Source: an optimization exercise on an open RTL-to-GDS flow (aim: small area and a short achievable clock period). Production flows keep margins and buffers that such runs may drop. Where RTL was checked, it was by simulation tests only, not by an equivalence proof against the original. Power and IR drop assume default switching activity.

north:
==> module frameParser, before the edit <==
module frameParser (
	input  wire                  CLOCK,
	input  wire                  rst,
	input  wire                  newPkt,
	input  wire                  byteIn,		 
	input  wire tcpStreamPkg::byteT   data,
	input  wire                  isVlanHi,	 
	input  wire                  isIpv4Hi,
	input  wire                  isIpv4Lo,
	input  wire                  isTcp,
	input  wire tcpStreamPkg::ipAddrT srcIp,
	input  wire tcpStreamPkg::ipAddrT dstIp,
	input  wire tcpStreamPkg::portT   srcPort,
	input  wire tcpStreamPkg::portT   dstPort,
	output logic                 payNext,	 
	output logic                 payFirst,
	output logic                 segValid,
	output tcpStreamPkg::seqNumT segSeq,
	output logic                 segSyn,
	output tcpStreamPkg::lenT    segLen
);
	logic sMac, sEthHi, sEthLo, sVlan, sIpFixed, sIpOpt, sTcpPorts, sTcpSeq;
	logic sTcpAck, sTcpOffset, sTcpFlags, sTcpRest, sTcpOpt, sPayload;
	tcpStreamPkg::cntT    left;		 
	tcpStreamPkg::cntT    leftLoad;
	logic                 fieldLast;
	logic                 hdrDone;
	logic [3:0]           ihl;
	logic [3:0]           dataOff;
	logic                 ipTcp;
	tcpStreamPkg::seqNumT seqReg;
	logic                 synFlag;
	logic                 match;		 
	logic                 firstFlag;
	tcpStreamPkg::lenT    payLeft;
	logic [8:0]           payLenLo;	 
	logic [3:0]           hdrWords;
	logic                 hiBorrow;	 
	logic                 loZero;		 
	logic                 payLast;		 
	logic                 payNonZero;	 
	tcpStreamPkg::byteT   cmpByte;
	logic [11:0]          cmpSel;		 
	logic                 cmpIn;
	logic ihlLow, ihlMin, ihlOpt, offMin, offOpt;
	assign ihlLow = ihl < MIN_HDR_WORDS;
	assign ihlMin = ihl == MIN_HDR_WORDS;
	assign ihlOpt = ihl > MIN_HDR_WORDS;
	assign offMin = dataOff == MIN_HDR_WORDS;
	assign offOpt = dataOff > MIN_HDR_WORDS;
	assign fieldLast = left == '0;
	assign hdrDone = byteIn && fieldLast && ((sTcpRest && offMin) || sTcpOpt);
	assign payFirst = firstFlag;
	assign segValid = !rst && hdrDone && match;
	assign segSeq   = seqReg;
	assign segSyn   = synFlag;
	assign segLen   = payLeft;	 
	assign hdrWords = sTcpOffset ? ihl : dataOff;
	assign payLenLo = {1'b0, payLeft[7:0]} - {3'b000, hdrWords, 2'b00};
	assign leftLoad =
		({6{sEthHi && isVlanHi}}              & (VLAN_BYTES - 1'b1)) |
		({6{sEthLo}}                          & (IP_FIXED_BYTES - 1'b1)) |
		({6{sIpFixed && ihlOpt}}              & {4'(ihl - 4'd6), 2'b11}) |
		({6{(sIpFixed && !ihlOpt) || sIpOpt || sTcpPorts || sTcpSeq}} & (TCP_SEQ_BYTES - 1'b1)) |
		({6{sTcpFlags}}                       & (TCP_REST_BYTES - 1'b1)) |
		({6{sTcpRest}}                        & {4'(dataOff - 4'd6), 2'b11});
	assign payNext = !rst && !newPkt &&
		(byteIn ? (hdrDone && match && payNonZero) || (sPayload && !payLast) : sPayload);
	always_ff @(posedge CLOCK) begin
		if (rst) begin
			{sMac, sEthHi, sEthLo, sVlan, sIpFixed, sIpOpt, sTcpPorts, sTcpSeq} <= '0;
			{sTcpAck, sTcpOffset, sTcpFlags, sTcpRest, sTcpOpt, sPayload} <= '0;
			match     <= 1'b0;
			firstFlag <= 1'b0;
		end else if (newPkt) begin
			{sMac, sEthHi, sEthLo, sVlan, sIpFixed, sIpOpt, sTcpPorts, sTcpSeq} <= 8'b1000_0000;
			{sTcpAck, sTcpOffset, sTcpFlags, sTcpRest, sTcpOpt, sPayload} <= '0;
			match <= 1'b1;
		end else if (byteIn) begin
			sMac       <= sMac && !fieldLast;
			sEthHi     <= (sMac || sVlan) && fieldLast;
			sVlan      <= (sEthHi && isVlanHi) || (sVlan && !fieldLast);
			sEthLo     <= sEthHi && !isVlanHi && isIpv4Hi;
			sIpFixed   <= (sEthLo && isIpv4Lo) || (sIpFixed && !fieldLast);
			sIpOpt     <= (sIpFixed && fieldLast && ihlOpt) || (sIpOpt && !fieldLast);
			sTcpPorts  <= (((sIpFixed && ihlMin) || sIpOpt) && fieldLast && ipTcp) ||
				(sTcpPorts && !fieldLast);
			sTcpSeq    <= (sTcpPorts && fieldLast) || (sTcpSeq && !fieldLast);
			sTcpAck    <= (sTcpSeq && fieldLast) || (sTcpAck && !fieldLast);
			sTcpOffset <= sTcpAck && fieldLast;
			sTcpFlags  <= sTcpOffset;
			sTcpRest   <= sTcpFlags || (sTcpRest && !fieldLast);
			sTcpOpt    <= (sTcpRest && fieldLast && offOpt) || (sTcpOpt && !fieldLast);
			sPayload   <= payNext;
			if (cmpIn && data != cmpByte)
				match <= 1'b0;
			if (hdrDone && match && payNonZero)
				firstFlag <= 1'b1;
			else if (sPayload)
				firstFlag <= 1'b0;
		end
	end
	always_ff @(posedge CLOCK) begin
		if (newPkt)
			left <= MAC_BYTES - 1'b1;
		else if (byteIn)
			left <= fieldLast ? leftLoad : left - 1'b1;
	end
	assign cmpIn = byteIn && ((sIpFixed && left <= IP_FIXED_BYTES - 1'b1 - IP_SRC_POS) || sTcpPorts);
	logic [95:0] sessBytes;
	assign sessBytes = {srcIp, dstIp, srcPort, dstPort};
	always_comb begin
		cmpByte = '0;
		for (int i = 0; i < 12; i++)
			cmpByte = cmpByte | (sessBytes[95 - 8 * i -: 8] & {8{cmpSel[i]}});
	end
	always_ff @(posedge CLOCK) begin
		if (newPkt)
			cmpSel <= 12'b0000_0000_0001;
		else if (cmpIn)
			cmpSel <= {cmpSel[10:0], 1'b0};
	end
	always_ff @(posedge CLOCK) begin
		if (byteIn) begin
			if (sIpFixed && left == IP_FIXED_BYTES - 1'b1)
				ihl <= data[3:0];
			if (sIpFixed && left == IP_FIXED_BYTES - 1'b1 - IP_PROTO_POS)
				ipTcp <= isTcp;
			if (sTcpSeq)
				seqReg <= {seqReg[23:0], data};	 
			if (sTcpOffset)
				dataOff <= data[7:4];
			if (sTcpFlags)
				synFlag <= data[1];
		end
	end
	always_ff @(posedge CLOCK) begin
		if (hiBorrow)
			payLeft[15:8] <= payLeft[15:8] - 1'b1;
		hiBorrow <= 1'b0;
		if (byteIn) begin
			if (sPayload) begin
				payLeft[7:0] <= payLeft[7:0] - 1'b1;
				if (loZero) payLeft[15:8] <= payLeft[15:8] - 1'b1;
			end else if (sIpFixed && left == IP_FIXED_BYTES - 1'b1 - IP_LEN_HI_POS)
				payLeft[15:8] <= data;
			else if (sIpFixed && left == IP_FIXED_BYTES - 1'b1 - IP_LEN_LO_POS)
				payLeft[7:0] <= data;
			else if (sTcpOffset || sTcpFlags) begin
				payLeft[7:0] <= payLenLo[7:0];
				hiBorrow     <= payLenLo[8];
			end
		end
		loZero     <= (byteIn && sPayload) ? payLeft[7:0] == 8'd1 : payLeft[7:0] == 8'd0;
		payLast    <= (byteIn && sPayload) ? payLeft == 16'd2 : payLeft == 16'd1;
		payNonZero <= payLeft != '0;
	end
endmodule
==> flow/config.mk <==
export PLATFORM = sky130hd
export DESIGN_NAME = tcpStream
export DESIGN_NICKNAME = tcpStream
export VERILOG_FILES = /design/flow/design.v
export SDC_FILE = /design/flow/constraint.sdc
export NUM_CORES = 4
export LEC_CHECK = 0
export ABC_CLOCK_PERIOD_IN_PS = 2200
export CAP_MARGIN = 20
export CORE_MARGIN = 2
export CORE_UTILIZATION = 40
export CTS_BUF_LIST = sky130_fd_sc_hd__clkbuf_16
export CTS_CLUSTER_DIAMETER = 120
export CTS_CLUSTER_SIZE = 24
export PLACE_DENSITY = 0.6
export SETUP_SLACK_MARGIN = 3.3
export SLEW_MARGIN = 20
==> flow/constraint.sdc <==
create_clock -name core_clock -period 5.5 [get_ports {CLOCK}]
set_input_delay 1.1000 -clock core_clock [delete_from_list [all_inputs] [get_ports {CLOCK}]]
set_output_delay 1.1000 -clock core_clock [all_outputs]
set_load 0.01 [all_outputs]
standard.sh (not shown) runs the stock make flow with config.mk's settings and CLKGATE_MAP_FILE= SYNTH_SCRIPT=/design/flow/synth_recipe.tcl, a recipe that flattens the netlist after the stock synthesis.
==> flow/flow/run.sh <==
#!/bin/bash
# The standard layout, with plain buffers on the ports in place of the
# delay buffers that buffer_ports picks by default. Every port still gets
# its own buffer.
set -euo pipefail
export BUFFER_PORTS_ARGS="-buffer_cell sky130_fd_sc_hd__buf_1"
bash standard.sh > standard.log 2>&1
north finished every step from synthesis to the final layout, and the layout passed the timing, DRC and antenna checks.
> inputs changed (north -> south)
diff --git a/flow/design.v b/flow/design.v
--- a/flow/design.v
+++ b/flow/design.v
@@ -90,10 +90,11 @@
 	logic                 loZero;		 
 	logic                 payLast;		 
 	logic                 payNonZero;	 
 	tcpStreamPkg::byteT   cmpByte;
 	logic [11:0]          cmpSel;		 
+	tcpStreamPkg::byteT   cmpNext;
 	logic                 cmpIn;
 	logic ihlLow, ihlMin, ihlOpt, offMin, offOpt;
 	assign ihlLow = ihl < MIN_HDR_WORDS;
 	assign ihlMin = ihl == MIN_HDR_WORDS;
 	assign ihlOpt = ihl > MIN_HDR_WORDS;
@@ -159,19 +160,22 @@
 	end
 	assign cmpIn = byteIn && ((sIpFixed && left <= IP_FIXED_BYTES - 1'b1 - IP_SRC_POS) || sTcpPorts);
 	logic [95:0] sessBytes;
 	assign sessBytes = {srcIp, dstIp, srcPort, dstPort};
 	always_comb begin
-		cmpByte = '0;
-		for (int i = 0; i < 12; i++)
-			cmpByte = cmpByte | (sessBytes[95 - 8 * i -: 8] & {8{cmpSel[i]}});
+		cmpNext = '0;
+		for (int i = 1; i < 12; i++)
+			cmpNext = cmpNext | (sessBytes[95 - 8 * i -: 8] & {8{cmpSel[i]}});
 	end
 	always_ff @(posedge CLOCK) begin
-		if (newPkt)
-			cmpSel <= 12'b0000_0000_0001;
-		else if (cmpIn)
-			cmpSel <= {cmpSel[10:0], 1'b0};
+		if (newPkt) begin
+			cmpByte <= sessBytes[95:88];
+			cmpSel  <= 12'b0000_0000_0010;
+		end else if (cmpIn) begin
+			cmpByte <= cmpNext;
+			cmpSel  <= {cmpSel[10:0], 1'b0};
+		end
 	end
 	always_ff @(posedge CLOCK) begin
 		if (byteIn) begin
 			if (sIpFixed && left == IP_FIXED_BYTES - 1'b1)
 				ihl <= data[3:0];
## What came out
- On design area, north tracks south almost exactly.
- The total length of routed met3 wires in south sits 20% below the value recorded for north.
- Of the two values seen for library cell contributing the largest single delay on the critical path, sky130_fd_sc_hd__or4_1 was produced by north and sky130_fd_sc_hd__dfxtp_4 by south.
- Lower proportion of final cell area spent on non-clock buffers goes to south over north.
- Placement row count, south vs north: up slightly
- The estimated power of south ends up higher than the estimate for north.
- Looking at combinational power share across north and south, the one that comes out lower is north.
- north → south: quantity of hold-fixing buffers added after cts level; sequential cell fraction of total power moved up.
Function not checked in north: the RTL went through the layout flow alone.

what the ideal ports hide:
The results above use ideal ports. As a check the final layouts listed here were re-extracted and re-timed, cells and wires unchanged. Step 1: set_driving_cell puts a clkbuf_16 on CLOCK and a buf_2 on each other input, an assumption about the parent block. Step 2 adds t to the input delays and takes it off the output delays; t is the mean of the earliest and latest rising clock arrival at the registers after step 1. Input paths then give back, and output paths get back, about the clock's delay inside the block. Three values: ideal, step 1, step 2; two values: the first two.
run	t (ns)	setup WS [ns]	worst data-port slew with drivers (ns)	pins driven straight from the clock port
north	0.647	2.966 / 2.996 / 2.349	0.05	1
south	0.651	3.285 / 3.220 / 2.687	0.11	1
After both steps setup and hold are still met in every run listed. The setup slack of north, which loses most, moves by +0.030 ns with the drivers and by -0.617 ns with both steps.
